Source: an optimization exercise on an open RTL-to-GDS flow (aim: small area, a short achievable clock period and few clock cycles per item). Production flows keep margins and buffers that such runs may drop.
At most, simulation tests tie the RTL to the original design; equivalence was not proved.
No functional check of the RTL was part of runs 1 and 2.
No activity file was given, so power comes from the tool's default toggle rates.

<file path="flow/config.mk">
export PLATFORM = sky130hd
export DESIGN_NAME = sorted_priority_queue_unit
export DESIGN_NICKNAME = sorted_priority_queue_unit
export VERILOG_FILES = /design/flow/design.v
export SDC_FILE = /design/flow/constraint.sdc
export NUM_CORES = 4
export LEC_CHECK = 0
export ABC_CLOCK_PERIOD_IN_PS = 2000
export CAP_MARGIN = 20
export CORE_MARGIN = 2
export CORE_UTILIZATION = 40
export SETUP_SLACK_MARGIN = 2.5
export SLEW_MARGIN = 20
</file>
<file path="flow/constraint.sdc">
create_clock -name core_clock -period 5.0 [get_ports {i_clk}]
set_input_delay 1.0000 -clock core_clock [delete_from_list [all_inputs] [get_ports {i_clk}]]
set_output_delay 1.0000 -clock core_clock [all_outputs]
set_load 0.01 [all_outputs]
</file>
<file path="flow/design.v">
package spq_pkg;
    localparam int CAPACITY   = 16;
    localparam int DATA_W     = 32;
    localparam logic       REQ_INSERT = 1'b0;
    localparam logic       REQ_REMOVE = 1'b1;
    localparam logic [1:0] STAT_DONE  = 2'd0;
    localparam logic [1:0] STAT_FULL  = 2'd1;
    localparam logic [1:0] STAT_EMPTY = 2'd2;
endpackage
import spq_pkg::*;
module spq_ctrl (
    input  logic i_clk,
    input  logic i_rst_n,
    input  logic i_in_valid,
    output logic o_in_stall,
    input  logic i_out_stall,
    output logic o_out_valid,
    output logic o_a_load,      
    output logic o_a_from_b,    
    output logic o_b_load,      
    output logic o_s2_load,     
    output logic o_s2_valid,    
    output logic o_commit       
);
    logic r_va, r_vb, r_v2, r_ov;
    logic accept, commit, mv2;
    assign commit = r_v2 && (!r_ov || !i_out_stall);
    assign mv2    = r_va && (!r_v2 || commit);
    assign accept = i_in_valid && !r_vb;
    always_ff @(posedge i_clk) begin
        if (!i_rst_n) begin
            r_va <= 1'b0;
            r_vb <= 1'b0;
            r_v2 <= 1'b0;
            r_ov <= 1'b0;
        end else begin
            if (mv2 || !r_va) begin
                r_va <= r_vb || accept;
                r_vb <= 1'b0;
            end else begin
                r_vb <= r_vb || accept;
            end
            if (!r_v2 || commit) begin
                r_v2 <= r_va;
            end
            if (commit) begin
                r_ov <= 1'b1;
            end else if (!i_out_stall) begin
                r_ov <= 1'b0;
            end
        end
    end
    assign o_in_stall  = r_vb;
    assign o_out_valid = r_ov;
    assign o_a_load    = mv2 || !r_va;
    assign o_a_from_b  = r_vb;
    assign o_b_load    = !r_vb;
    assign o_s2_load   = !r_v2 || commit;
    assign o_s2_valid  = r_v2;
    assign o_commit    = commit;
endmodule
import spq_pkg::*;
module spq_datapath (
    input  logic                        i_clk,
    input  logic                        i_rst_n,
    input  logic                        i_req_type,
    input  logic signed [DATA_W-1:0]    i_value,
    input  logic                        i_a_load,
    input  logic                        i_a_from_b,
    input  logic                        i_b_load,
    input  logic                        i_s2_load,
    input  logic                        i_s2_valid,
    input  logic                        i_commit,
    output logic [1:0]                  o_status,
    output logic signed [DATA_W-1:0]    o_removed_value,
    output logic signed [DATA_W-1:0]    o_head_value,
    output logic                        o_head_valid,
    output logic [4:0]                  o_entry_count,
    output logic                        o_is_full,
    output logic                        o_is_empty
);
    logic                     r_ta, r_tb, r_t2;
    logic signed [DATA_W-1:0] r_xa, r_xb, r_x2;
    logic [CAPACITY-1:0]      r_g2;      
    logic signed [DATA_W-1:0] r_entry [CAPACITY];
    logic [CAPACITY-1:0]      r_val;     
    logic [1:0]               r_status;
    logic signed [DATA_W-1:0] r_removed;
    logic                     full, nonempty, ins_ok, rem_ok;
    function automatic logic ge_s(input logic [DATA_W-1:0] a, input logic [DATA_W-1:0] b);
        logic [DATA_W-1:0] g, e;
        logic [DATA_W-1:0] ua, ub;
        ua = {~a[DATA_W-1], a[DATA_W-2:0]};
        ub = {~b[DATA_W-1], b[DATA_W-2:0]};
        g = ua & ~ub;
        e = ~(ua ^ ub);
        for (int w = DATA_W / 2; w >= 1; w = w / 2) begin
            for (int j = 0; j < w; j++) begin
                g[j] = g[2*j+1] | (e[2*j+1] & g[2*j]);
                e[j] = e[2*j+1] & e[2*j];
            end
        end
        ge_s = g[0] | e[0];
    endfunction
    logic [CAPACITY-1:0]      av;
    logic                     b2;
    logic [CAPACITY-1:0]      cnew;
    assign full     = r_val[CAPACITY-1];
    assign nonempty = r_val[0];
    assign ins_ok   = i_s2_valid && (r_t2 == REQ_INSERT) && !full;
    assign rem_ok   = i_s2_valid && (r_t2 == REQ_REMOVE) && nonempty;
    always_ff @(posedge i_clk) begin
        if (i_b_load) begin
            r_tb <= i_req_type;
            r_xb <= i_value;
        end
        if (i_a_load) begin
            r_ta <= i_a_from_b ? r_tb : i_req_type;
            r_xa <= i_a_from_b ? r_xb : i_value;
        end
    end
    always_comb begin
        for (int k = 0; k < CAPACITY; k++) begin
            av[k] = r_val[k] && ge_s(r_entry[k], r_xa);
        end
        b2 = ge_s(r_x2, r_xa);
        for (int k = 0; k < CAPACITY; k++) begin
            if (ins_ok) begin
                if (r_g2[k]) begin
                    cnew[k] = av[k];
                end else if (k == 0) begin
                    cnew[k] = b2;
                end else if (r_g2[(k == 0) ? 0 : k - 1]) begin
                    cnew[k] = b2;
                end else begin
                    cnew[k] = av[(k == 0) ? 0 : k - 1];
                end
            end else if (rem_ok) begin
                cnew[k] = (k == CAPACITY - 1) ? 1'b0 : av[(k == CAPACITY - 1) ? k : k + 1];
            end else begin
                cnew[k] = av[k];
            end
        end
    end
    always_ff @(posedge i_clk) begin
        if (i_s2_load) begin
            r_t2 <= r_ta;
            r_x2 <= r_xa;
            r_g2 <= cnew;
        end
    end
    always_ff @(posedge i_clk) begin
        if (i_commit) begin
            for (int k = 0; k < CAPACITY; k++) begin
                if (ins_ok) begin
                    if (r_g2[k]) begin
                        r_entry[k] <= r_entry[k];
                    end else if (k == 0) begin
                        r_entry[k] <= r_x2;
                    end else if (r_g2[(k == 0) ? 0 : k - 1]) begin
                        r_entry[k] <= r_x2;
                    end else begin
                        r_entry[k] <= r_entry[(k == 0) ? 0 : k - 1];
                    end
                end else if (rem_ok && k < CAPACITY - 1) begin
                    r_entry[k] <= r_entry[(k == CAPACITY - 1) ? k : k + 1];
                end
            end
            if (r_t2 == REQ_INSERT) begin
                r_status <= full ? STAT_FULL : STAT_DONE;
            end else begin
                r_status <= nonempty ? STAT_DONE : STAT_EMPTY;
            end
            r_removed <= rem_ok ? r_entry[0] : '0;
        end
    end
    always_ff @(posedge i_clk) begin
        if (!i_rst_n) begin
            r_val <= '0;
        end else if (i_commit) begin
            if (ins_ok) begin
                r_val <= {r_val[CAPACITY-2:0], 1'b1};
            end else if (rem_ok) begin
                r_val <= {1'b0, r_val[CAPACITY-1:1]};
            end
        end
    end
    assign o_status        = r_status;
    assign o_removed_value = r_removed;
    assign o_head_valid    = r_val[0];
    assign o_head_value    = r_val[0] ? r_entry[0] : '0;
    assign o_is_full       = r_val[CAPACITY-1];
    assign o_is_empty      = !r_val[0];
    assign o_entry_count[4] = r_val[15];
    assign o_entry_count[3] = r_val[7] & ~r_val[15];
    assign o_entry_count[2] = (r_val[3] & ~r_val[7]) | (r_val[11] & ~r_val[15]);
    assign o_entry_count[1] = (r_val[1] & ~r_val[3]) | (r_val[5] & ~r_val[7])
                            | (r_val[9] & ~r_val[11]) | (r_val[13] & ~r_val[15]);
    assign o_entry_count[0] = (r_val[0] & ~r_val[1]) | (r_val[2] & ~r_val[3])
                            | (r_val[4] & ~r_val[5]) | (r_val[6] & ~r_val[7])
                            | (r_val[8] & ~r_val[9]) | (r_val[10] & ~r_val[11])
                            | (r_val[12] & ~r_val[13]) | (r_val[14] & ~r_val[15]);
endmodule
import spq_pkg::*;
module sorted_priority_queue_unit (
    input  logic               i_clk,
    input  logic               i_rst_n,
    input  logic               i_in_valid,
    output logic               o_in_stall,
    input  logic               i_req_type,
    input  logic signed [31:0] i_value,
    output logic               o_out_valid,
    input  logic               i_out_stall,
    output logic [1:0]         o_status,
    output logic signed [31:0] o_removed_value,
    output logic signed [31:0] o_head_value,
    output logic               o_head_valid,
    output logic [4:0]         o_entry_count,
    output logic               o_is_full,
    output logic               o_is_empty
);
    logic a_load, a_from_b, b_load, s2_load, s2_valid, commit;
    spq_ctrl u_ctrl (
        .i_clk       (i_clk),
        .i_rst_n     (i_rst_n),
        .i_in_valid  (i_in_valid),
        .o_in_stall  (o_in_stall),
        .i_out_stall (i_out_stall),
        .o_out_valid (o_out_valid),
        .o_a_load    (a_load),
        .o_a_from_b  (a_from_b),
        .o_b_load    (b_load),
        .o_s2_load   (s2_load),
        .o_s2_valid  (s2_valid),
        .o_commit    (commit)
    );
    spq_datapath u_datapath (
        .i_clk           (i_clk),
        .i_rst_n         (i_rst_n),
        .i_req_type      (i_req_type),
        .i_value         (i_value),
        .i_a_load        (a_load),
        .i_a_from_b      (a_from_b),
        .i_b_load        (b_load),
        .i_s2_load       (s2_load),
        .i_s2_valid      (s2_valid),
        .i_commit        (commit),
        .o_status        (o_status),
        .o_removed_value (o_removed_value),
        .o_head_value    (o_head_value),
        .o_head_valid    (o_head_valid),
        .o_entry_count   (o_entry_count),
        .o_is_full       (o_is_full),
        .o_is_empty      (o_is_empty)
    );
endmodule
</file>
<file path="flow/run.sh">
#!/bin/bash
# synth_recipe.tcl (not shown) runs the flow's synth.tcl, then flattens the netlist and writes it again
# the make line also repeats each setting of config.mk as NAME=value (left out here)
make -C /OpenROAD-flow-scripts/flow DESIGN_CONFIG=/design/flow/config.mk WORK_HOME=/design/flow/orfs CLKGATE_MAP_FILE= SYNTH_SCRIPT=/design/flow/synth_recipe.tcl finish
</file>
==> results.cfg, run 1 <==
[logic_synthesis]
ys_ff_latch = 681
synthDistinctLibCells = 73
ys_warn_count = 3
async_flop_share_pct = 0
syn_area_mm2 = 0.0436
yosysTopAreaCell = edfxtp_1
synth-edff-count = 628
yosysSeqAreaShare_pct = 45.7
syn-num-nets = 4668
synth_cells = 4087
synth_top_area_share_pct = 43.2
avgSynthCellArea_um2 = 10.7
synth.area.top_cells = edfxtp_1 43%, ha_1 16%, mux2i_1 10%
synth_ff_type = edfxtp_1

[clock_tree]
cts_tree = done
clk_pin_slew_ps = 70
cts_made_buffers = 76
clk_latency_ps = 650
clockBufferDepth = 3
cts.sinks = 681
root_buffer = clkbuf_16
htree_levels = 3

[layout]
final_cell_mix = 668 x nand2_1, 628 x edfxtp_1, 513 x o21ai_0
fill_cells = 9807
n_antenna_cell = 0
drive_gt1_share_pct = 18.4
post-route-util_pct = 48.9
nNetsFinal = 4925
areaGrowthSynthToFinish_pct = 21.6
layout_commonest_cell = nand2_1

[route]
wl_per_cell_um = 23.2
drtIter0Drc = 2760
first_pass_iters = 7
drc = 0
routed_wl_um = 135000
num_vias = 33500
final_antenna_net_count = 0
via_per_inst = 5.76

[floorplan]
start_util_pct = 40.2
std_cell_rows = 121
coreArea_mm2 = 0.109
die_area_mm2 = 0.112
die_y_um = 334
io_pins = 113
die_width_um = 334

[min_path]
worst_hold_path_type = reg -> reg
hold_start = u_datapath.r_ta

[pwr]
ir_worst_vdd_v = 0.000216
p_leak_nw = 20.5
clkPwrFrac_pct = 42.3
switching_power_mw = 3.32
p_int_mw = 10.1
pwr-share-comb_pct = 10.5
power_density_mw_per_mm2 = 252
p_seq_share_pct = 47.2
swShare_pct = 24.8

[timing]
post-route-period-util_pct = 59.3
finalSetupViolCount = 0
max_freq_ghz = 0.337
fin_setup_tns_ps = 0
hold_violations = 0
slew_headroom_pct = 29.9
final-max-slew-violation-count = 0
rsz0062_at_grt = true
final.setup_skew_ps = 24.4
fin_crit_ps = 2970
tightest_slew_ps = 1050

[setup_path]
cp-startpoint = u_datapath.r_xa[14]
slowest_delay_ps = 390
worstPathArrival_ps = 3370
r2r-start = u_datapath.r_xa[14]
cp.required_ps = 5400
path_common_cell = buf_12
cp_cell_sequence = clkinvlp_4, buf_12, buf_6, ha_4, a21o_1, a2111o_1, o2111ai_2, a41oi_4, buf_6, nor2_4, buf_12, buf_12, nor4b_1, a2111o_1
cp-start-kind = flop
worstPathMaxFanout = 8
end_kind = flop
crit_type = reg -> reg
slowest_stage = edfxtp_1

[job]
cap_violations = 0

[place]
numPortBuffers = 112
dpl.hpwl_um = 92600
gp_congestion = 0.903

[global_routing]
grt_max_degree = 241
antenna_found_initial = 1
grt_pass1_vias = 33700
grt_pass1_wl_um = 202000
grtUsageTotal_pct = 23.4
overflow = 0

[status]
status = finished clean
[synth_stat cells, types with 5 or more instances]
cell and instances:
o2111ai_1 6, and4_1 18, a21o_1 64, or3_1 5, a21oi_1 182, buf_1 11
buf_2 8, o221ai_1 5, a22oi_1 7, o21a_1 17, nand2b_1 6, edfxtp_1 628
nor4_1 8, a211o_1 6, o211a_1 16, nand4_1 51, o211ai_1 37, ha_1 544
nand3_1 46, nor2b_1 16, o22ai_1 11, a21boi_0 5, o31ai_1 6, dfxtp_1 53
a211oi_1 24, nand2_1 674, or2_2 6, and2_1 66, a221oi_1 14, nor3_1 34
mux2i_1 451, a41oi_1 6, and3_1 8, a2111oi_0 8, a31oi_1 5, nor2_1 88
mux2_2 66, o21ai_0 552, inv_1 73, clkbuf_1 205
[repair_timing]
| item | 4_1_cts | 5_1_grt |
|---|---|---|
| gates resized for setup | 436 | 196 |
| endpoints found under the setup margin | 807 | 429 |
| pin swaps | 94 | 41 |
| gates cloned | 11 | 1 |
| buffers inserted | 141 | 34 |
| hold buffers | 0 | 0 |
[state kept, by name, summed over array words and instances, names as in the netlist]
| signal | cells |
|---|---|
| u_ctrl.r_ov | 1 |
| u_ctrl.r_v2 | 1 |
| u_ctrl.r_va | 1 |
| u_ctrl.r_vb | 1 |
| u_datapath.r_entry | 512 |
| u_datapath.r_g2 | 16 |
| u_datapath.r_removed | 32 |
| u_datapath.r_status | 2 |
| u_datapath.r_t2 | 1 |
| u_datapath.r_ta | 1 |
| u_datapath.r_tb | 1 |
| u_datapath.r_val | 16 |
| u_datapath.r_x2 | 32 |
| u_datapath.r_xa | 32 |
| u_datapath.r_xb | 32 |
[worst paths after layout]
| kind | depth (start not counted) | endpoint | slack (ps) |
|---|---|---|---|
| max | 14 | u_datapath.r_g2[1] | 2030 |
| min | 0 | u_datapath.r_t2 | 420 |
| max reg2reg | 14 | u_datapath.r_g2[1] | 2030 |
| min reg2reg | 0 | u_datapath.r_t2 | 420 |
[per-layer routing]
layer | GRT usage [%] | vias to the layer above | wire [um]
li1 | - | 15900 | -
met1 | 31.0 | 16600 | 59300
met2 | 38.5 | 776 | 63700
met3 | 3.54 | 211 | 6250
met4 | 9.33 | 0 | 5450
met5 | 0 | - | 0
[logic make-up after synthesis]
| group | share of synthesized area [%] |
|---|---|
| compound gates | 13.4 |
| fa+ha+maj | 15.6 |
| buf+inv | 2.76 |
| flops | 45.7 |
| mux | 12.1 |
| simple gates | 10.5 |
[critical path, delay by kind of cell, from the launching register on]
| kind | cells | cell delay, ps |
|---|---|---|
| AO/OA/AOI/OAI | 5 | 1100 |
| buffers and inverters | 6 | 810 |
| flip-flops | 1 | 390 |
| adder cells (fa/ha/maj) | 1 | 230 |
| AND/OR/NAND/NOR | 2 | 150 |
[cell type report]
type | instances | area (um^2) | share of cell area (%)
timing repair buffer | 403 | 4120 | 7.76
inverter | 73 | 387 | 0.729
sequential | 681 | 20000 | 37.6
clock buffer | 109 | 2170 | 4.09
clock inverter | 27 | 238 | 0.448
tap | 1414 | 1770 | 3.34
multi-input combinational | 3109 | 24400 | 46.0
[stage by stage]
| step | worst slack, ps | instances | total power, mW | hold slack [ps] | instance area (um^2) |
|---|---|---|---|---|---|
| 2_1_floorplan | 2240 | 4087 | 7.14 | 400 | 44200 |
| 3_3_place_gp | 1010 | 5493 | 7.53 | 403 | 47000 |
| 3_5_place_dp | 1280 | 5493 | 7.56 | 406 | 47000 |
| 4_1_cts | 2020 | 5781 | 13.4 | 421 | 52100 |
| 5_1_grt | 1920 | 5816 | 13.8 | 429 | 53000 |
| 6_report | 2030 | 5816 | 13.4 | 425 | 53000 |
[power by group through the flow]
| stage | Clock [mW] | Combinational [mW] | Sequential [mW] |
|---|---|---|---|
| 6_report | 5.65 | 1.41 | 6.31 |
| 5_1_grt | 5.95 | 1.55 | 6.31 |
| 4_1_cts | 5.73 | 1.35 | 6.31 |
| 3_5_place_dp | 0 | 1.13 | 6.43 |
| 3_3_place_gp | 0 | 1.10 | 6.43 |
| 2_1_floorplan | 0 | 0.716 | 6.43 |
==> run 2: changes to the inputs <==
--- a/flow/config.mk
+++ b/flow/config.mk
@@ -5,9 +5,9 @@
 export SDC_FILE = /design/flow/constraint.sdc
 export NUM_CORES = 4
 export LEC_CHECK = 0
-export ABC_CLOCK_PERIOD_IN_PS = 2000
+export ABC_CLOCK_PERIOD_IN_PS = 1500
 export CAP_MARGIN = 20
 export CORE_MARGIN = 2
 export CORE_UTILIZATION = 40
-export SETUP_SLACK_MARGIN = 2.5
+export SETUP_SLACK_MARGIN = 3.0
 export SLEW_MARGIN = 20
==> run 2 against run 1 <==
First-iteration DRC count rose by 24%. Final cell count is 2.8% higher. Combinational power grew 11%. Power increased by 2.9%. Flip-flop and latch count unchanged. Area after synthesis unchanged. Clock skew up 0.92 ps. Die area unchanged.
==> results.cfg, run 2 <==
[status]
status = finished clean

[logic_synthesis]
ys_warn_count = 3
synth_ff_type = edfxtp_1
synth_cells = 4087
synth_top_area_share_pct = 43.2
yosysSeqAreaShare_pct = 45.7
synthDistinctLibCells = 73
syn_area_mm2 = 0.0436
synth_common_cells = 674 x nand2_1, 628 x edfxtp_1, 552 x o21ai_0
async_flop_share_pct = 0
synth-edff-count = 628
synthMuxAreaShare_pct = 12.1
synthAdderAreaFrac_pct = 15.6
syn-num-nets = 4668
yosysMostFrequentCell = nand2_1
synth_top_family_by_area = adder cells
avgSynthCellArea_um2 = 10.7
synthXorXnorAreaFrac_pct = 0
synth.area.top_cells = edfxtp_1 43%, ha_1 16%, mux2i_1 10%
yosysTopAreaCell = edfxtp_1
synthSimpleGateAreaFrac_pct = 10.5
ys_ff_latch = 681
synth_compound_area_share_pct = 13.4

[place]
numPortBuffers = 112
dp_cells = 5499
gp_congestion = 0.886
dpl.hpwl_um = 92100
placed_area_mm2 = 0.0471

[setup_path]
slowest_stage = or4b_1
worstPathArrival_ps = 3520
worstPathMaxFanout = 3
rrSetupSlack_ps = 1980
cp_cell_sequence = clkinvlp_4, ha_4, nand3_4, nor3_4, o2111ai_2, a41oi_4, nor2_4, buf_6, or4b_1, a31oi_1
r2r-start = u_datapath.r_xa[27]
cp.required_ps = 5490
cp-start-kind = flop
r2r_end = u_datapath.r_g2[0]
r2r.worst_path.cells = 10
end_kind = flop
crit_type = reg -> reg
slowest_delay_ps = 470

[global_routing]
antenna_found_initial = 0
grt_pass1_wl_um = 213000
grt_pass1_vias = 35100
grtUsageTotal_pct = 24.7
grt_max_degree = 121
overflow = 0

[clock_tree]
clockBufferDepth = 3
cts_tree = done
hold_buffers = 0
clk_pin_slew_ps = 60
root_buffer = clkbuf_16
clk_latency_ps = 660
htree_levels = 3
cts_made_buffers = 79
cts.sinks = 681

[timing]
max_freq_ghz = 0.331
timing.hold.ws_ps = 456
rsz0062_at_grt = true
hold_violations = 0
fin_setup_tns_ps = 0
final-max-slew-violation-count = 0
final.setup_skew_ps = 25.4
fin_crit_ps = 3020
post-route-period-util_pct = 60.5
slew_headroom_pct = 48.3
finalSetupViolCount = 0
tightest_slew_ps = 774

[layout]
regMostFlops = u_datapath.r_entry
seqCellArea_mm2 = 0.0200
largest_register_ffs = 512
n_antenna_cell = 0
final_cell_mix = 637 x nand2_1, 628 x edfxtp_1, 504 x ha_1
drive_gt1_share_pct = 23.0
fill_cells = 9302
multi_input_area_mm2 = 0.0245
areaGrowthSynthToFinish_pct = 29.1
layout_commonest_cell = nand2_1
fin_area_mm2 = 0.0563
nNetsFinal = 5085
finalNonFillerCells = 5979

[pwr]
power_density_mw_per_mm2 = 244
total_power_mw = 13.8
p_leak_nw = 22.1
ir_worst_vdd_v = 0.000229

[floorplan]
coreArea_mm2 = 0.109
die_y_um = 334
start_util_pct = 40.2
die_area_mm2 = 0.112
die_width_um = 334
std_cell_rows = 121
io_pins = 113

[route]
first_pass_iters = 7
via_per_inst = 6.01
num_vias = 35900
routed_wl_um = 154000
drtIter0Drc = 3428
wl_per_cell_um = 25.7
drc = 0
final_antenna_net_count = 0

[min_path]
worst_hold_path_type = reg -> reg
hold_start = u_datapath.r_xa[11]
hold_path_end = u_datapath.r_x2[11]
worstHoldPathCells = 0

[job]
cap_violations = 0
## run 2: worst max path at each step
| stage | start | end | cells after the start | slack [ps] |
|---|---|---|---|---|
| 2_1_floorplan | i_out_stall | u_datapath.r_entry[1][0] | 5 | 2240 |
| 3_3_place_gp | u_datapath.r_xa[13] | u_datapath.r_g2[4] | 10 | 1010 |
| 3_5_place_dp | i_out_stall | u_datapath.r_entry[7][0] | 6 | 1280 |
| 4_1_cts | u_datapath.r_xa[27] | u_datapath.r_g2[13] | 10 | 2060 |
| 5_1_grt | u_datapath.r_xa[27] | u_datapath.r_g2[13] | 10 | 1900 |
| 6_report | u_datapath.r_xa[27] | u_datapath.r_g2[0] | 10 | 1980 |
## run 2: timing repair
action,4_1_cts,5_1_grt
pin swaps,85,100
gates resized for setup,611,328
endpoints found under the hold margin,0,0
setup endpoints to repair,1131,851
gates cloned,26,64
setup buffers,194,54
## run 2: through the flow
stage | setup slack (ps) | util [%]
global placement | 1010 | 43.4
finish | 1980 | 51.9
CTS | 2060 | 49.3
floorplan | 2240 | -
global route | 1900 | 51.9
detailed placement | 1280 | 43.4
## run 2: metal layers
layer	global-route usage [%]	up-vias	routed length (um)
met2	40.9	1326	71700
li1	-	16300	-
met5	0	-	0
met3	2.87	246	10700
met1	33.6	18100	66100
met4	7.97	0	5200
## run 2: logic make-up (layout without fill, tap and decap cells)
family                   count (synthesis)  in the layout
AO/OA/AOI/OAI                         1001           1001
adder cells (fa/ha/maj)                544            544
buffers and inverters                  303            779
flip-flops                             681            681
multiplexers                           517            517
AND/OR/NAND/NOR                       1041           1043
## run 2: layout make-up
| cell class | count | share of cell area [%] |
|---|---|---|
| multi-input combinational | 3105 | 43.5 |
| timing repair buffer | 563 | 12.7 |
| inverter | 73 | 0.715 |
| timing repair inverter | 1 | 0.0133 |
| tap | 1414 | 3.14 |
| sequential | 681 | 35.5 |
| clock inverter | 35 | 0.631 |
| clock buffer | 107 | 3.88 |
## run 2: power breakdown
group | internal [mW] | leakage, nW | switching, mW
clock | 3.34 | 1.24 | 2.57
combinational | 0.665 | 14.6 | 0.896
sequential | 6.25 | 6.27 | 0.0539
## run 2: critical path, delay by kind of cell, from the launching register on
| kind | cells | cell delay, ps |
|---|---|---|
| flip-flops | 1 | 390 |
| adder cells (fa/ha/maj) | 1 | 350 |
| buffers and inverters | 2 | 390 |
| AND/OR/NAND/NOR | 4 | 990 |
| AO/OA/AOI/OAI | 3 | 730 |
==> run 3: changes to the inputs <==
--- a/flow/design.v
+++ b/flow/design.v
@@ -87,21 +87,6 @@
     logic [1:0]               r_status;
     logic signed [DATA_W-1:0] r_removed;
     logic                     full, nonempty, ins_ok, rem_ok;
-    function automatic logic ge_s(input logic [DATA_W-1:0] a, input logic [DATA_W-1:0] b);
-        logic [DATA_W-1:0] g, e;
-        logic [DATA_W-1:0] ua, ub;
-        ua = {~a[DATA_W-1], a[DATA_W-2:0]};
-        ub = {~b[DATA_W-1], b[DATA_W-2:0]};
-        g = ua & ~ub;
-        e = ~(ua ^ ub);
-        for (int w = DATA_W / 2; w >= 1; w = w / 2) begin
-            for (int j = 0; j < w; j++) begin
-                g[j] = g[2*j+1] | (e[2*j+1] & g[2*j]);
-                e[j] = e[2*j+1] & e[2*j];
-            end
-        end
-        ge_s = g[0] | e[0];
-    endfunction
     logic [CAPACITY-1:0]      av;
     logic                     b2;
     logic [CAPACITY-1:0]      cnew;
@@ -121,9 +106,9 @@
     end
     always_comb begin
         for (int k = 0; k < CAPACITY; k++) begin
-            av[k] = r_val[k] && ge_s(r_entry[k], r_xa);
-        end
-        b2 = ge_s(r_x2, r_xa);
+            av[k] = r_val[k] && (r_entry[k] >= r_xa);
+        end
+        b2 = (r_x2 >= r_xa);
         for (int k = 0; k < CAPACITY; k++) begin
             if (ins_ok) begin
                 if (r_g2[k]) begin
--- a/flow/config.mk
+++ b/flow/config.mk
@@ -5,9 +5,7 @@
 export SDC_FILE = /design/flow/constraint.sdc
 export NUM_CORES = 4
 export LEC_CHECK = 0
-export ABC_CLOCK_PERIOD_IN_PS = 1500
 export CAP_MARGIN = 20
 export CORE_MARGIN = 2
 export CORE_UTILIZATION = 40
-export SETUP_SLACK_MARGIN = 3.0
 export SLEW_MARGIN = 20
==> run 3 against run 2 <==
Still clean. Area after synthesis increased by 0.47%. Final area shrank 12%. Clock skew decreased by 1.0 ps. Die area increased by 0.46%. Hold slack lost 30 ps. Utilization is 6.5 points lower. Combinational power is 31% lower. Highest routed layer is now met5.
==> results.cfg, run 3 <==
[status]
status = finished clean

[layout]
final_cell_mix = 676 x nand2_1, 628 x edfxtp_1, 544 x ha_1
n_antenna_cell = 0
regMostFlops = u_datapath.r_entry
post-route-util_pct = 45.4
largest_register_ffs = 512
areaGrowthSynthToFinish_pct = 12.7
drive_gt1_share_pct = 7.31
finalNonFillerCells = 5685
nNetsFinal = 4789
fin_area_mm2 = 0.0494
layout_commonest_cell = nand2_1

[place]
dp_cells = 5541
gp_congestion = 0.904
dpl.hpwl_um = 97400
place_ws_ps = 1140
placed_area_mm2 = 0.0469
numPortBuffers = 112

[timing]
tightest_slew_ps = 1270
finalSetupViolCount = 0
fin_setup_tns_ps = 0
fin_crit_ps = 3890
max_freq_ghz = 0.257
final-max-slew-violation-count = 0
slew_headroom_pct = 14.7
timing.hold.ws_ps = 425
rsz0062_at_grt = false
hold_violations = 0
post-route-period-util_pct = 77.8
fin_ws_ps = 1110
final.setup_skew_ps = 24.4

[pwr]
total_power_mw = 13.2
ir_worst_vdd_v = 0.000255
p_leak_nw = 18.8
power_density_mw_per_mm2 = 266

[clock_tree]
clockBufferDepth = 3
hold_buffers = 0
cts_tree = done
root_buffer = clkbuf_16
cts_resized = 0
clk_latency_ps = 660
post_cts_buffers = 0
cts_made_buffers = 77
clk_pin_slew_ps = 60
cts.sinks = 681
htree_levels = 3

[setup_path]
rrSetupSlack_ps = 1110
cp-start-kind = flop
cp-startpoint = u_datapath.r_xa[26]
r2r_end = u_datapath.r_g2[4]
r2r.worst_path.cells = 11
r2r-start = u_datapath.r_xa[26]
worstPathMaxFanout = 12
cp.required_ps = 5390
end_kind = flop
crit_path_end = u_datapath.r_g2[4]
worstPathArrival_ps = 4280
crit_type = reg -> reg

[route]
final_antenna_net_count = 0
drtIter0Drc = 2902
wirelength_met1_um = 62300
routed_wl_um = 134000
first_pass_iters = 5
met2_length_um = 58400
top_layer = met5
num_vias = 33500
drc = 0
wl_per_cell_um = 23.5
via_per_inst = 5.89
dr_wl_met3_um = 9640

[logic_synthesis]
yosysTopAreaCell = edfxtp_1
synthDistinctLibCells = 75
synth.area.top_cells = edfxtp_1 43%, ha_1 16%, mux2i_1 10%
synth-edff-count = 628
synth_ff_type = edfxtp_1
syn_area_mm2 = 0.0438
synth_cells = 4143
yosysSeqAreaShare_pct = 45.5
async_flop_share_pct = 0
synth_top_area_share_pct = 43.0
avgSynthCellArea_um2 = 10.6
yosysMostFrequentCell = nand2_1
ys_ff_latch = 681
ys_warn_count = 3
syn-num-nets = 4724
synth_common_cells = 676 x nand2_1, 628 x edfxtp_1, 544 x ha_1

[floorplan]
die_area_mm2 = 0.112
coreArea_mm2 = 0.109
io_pins = 113
die_width_um = 335
start_util_pct = 40.3
std_cell_rows = 121
die_y_um = 335

[global_routing]
antenna_found_initial = 3
grt_pass1_vias = 32200
grtUsageTotal_pct = 23.3
grt_max_degree = 276
overflow = 0
grt_pass1_wl_um = 202000

[job]
cap_violations = 0

[min_path]
worstHoldPathCells = 0
worst_hold_path_type = reg -> reg
## run 3: cell count changes in the layout (fill, tap and decap cells not counted), sizes merged, moves of 12 or more
cell / before / now
clkinvlp: 32 / 2
inv: 50 / 92
nor4: 8 / 20
buf: 456 / 104
a21oi: 182 / 225
a21o: 64 / 45
nor3: 35 / 19
clkbuf: 164 / 110
dlymetal6s2s: 12 / 0
nand3: 46 / 34
nand4: 51 / 98
clkdlybuf4s50: 35 / 112
o21ai: 552 / 538
## run 3: final cells by class
type	count	area (um^2)
Inverter	89	334
Tap cell	1414	1770
Timing Repair Buffer	216	2020
Clock buffer	110	2230
Clock inverter	32	223
Fill cell	10200	59300
Sequential cell	681	19900
Multi-Input combinational cell	3143	22900
## run 3: per-layer routing
layer	global-route usage (%)	vias to the layer above
li1	-	15800
met1	33.9	16500
met2	35.4	1051
met3	4.39	197
met4	6.37	4
met5	0	-
## run 3: worst max-delay path, stage by stage, from the launching register on
cell and delay, ps:
edfxtp_1 380, inv_1 490, buf_4 280, ha_1 240, nand3_1 120, nor2_1 60, a2111oi_0 850, o21ai_1 250
a2111oi_4 270, nor2_1 120, a21oi_1 140, or4b_1 440
## run 3: worst min-delay path by stage
stage                          from               to  slack [ps]
CTS                 u_datapath.r_ta  u_datapath.r_t2         430
global route        u_datapath.r_ta  u_datapath.r_t2         450
finish              u_datapath.r_ta  u_datapath.r_t2         430
detailed placement  u_datapath.r_ta  u_datapath.r_t2         410
floorplan           u_datapath.r_ta  u_datapath.r_t2         400
global placement    u_datapath.r_ta  u_datapath.r_t2         400
## run 3: kinds of logic (layout without fill, tap and decap cells)
kind of cell / count (synthesis) / in the layout / synth area share [%]
multiplexers: 516 / 516 / 12.0
buffers and inverters: 319 / 447 / 2.76
AND/OR/NAND/NOR: 1085 / 1085 / 11.2
adder cells (fa/ha/maj): 544 / 544 / 15.5
flip-flops: 681 / 681 / 45.5
AO/OA/AOI/OAI: 998 / 998 / 13.1
## run 3: report_power, final
group          switching (mW)  internal [mW]
sequential              0.134           6.25
combinational           0.654          0.414
clock                    2.49           3.21
Testbench counts of run 3, summed over its fixed seeds: cycles 16,024, items 16,000.

-- port drivers added, routing unchanged --
The results above use ideal ports. As a check the final layouts listed here were re-extracted and re-timed, cells and wires unchanged. Step 1 (the two cells are an assumption about what drives the block):
set clk [get_ports {i_clk}]
set_driving_cell -lib_cell sky130_fd_sc_hd__clkbuf_16 $clk
set_driving_cell -lib_cell sky130_fd_sc_hd__buf_2 [delete_from_list [all_inputs] $clk]
Step 2, shift: input delay + t, output delay - t, t = (earliest + latest rising clock arrival at the registers) / 2. This alone moves slack from input paths to output paths. a / b / c = ideal ports / drivers / drivers and shift; a / b = the first two.
run | t, ns | slack for setup (ns) | worst setup path at the end
run 1 | 0.700 | 2.034 / 2.034 / 1.950 | input to register
run 2 | 0.718 | 1.976 / 1.976 / 1.976 | register to register
run 3 | 0.702 | 1.112 / 1.107 / 1.112 | register to register
After both steps setup and hold are still met in every run listed. For run 1, which loses most, drivers alone change the setup slack by 0.000 ns; drivers and shift together by -0.084 ns.
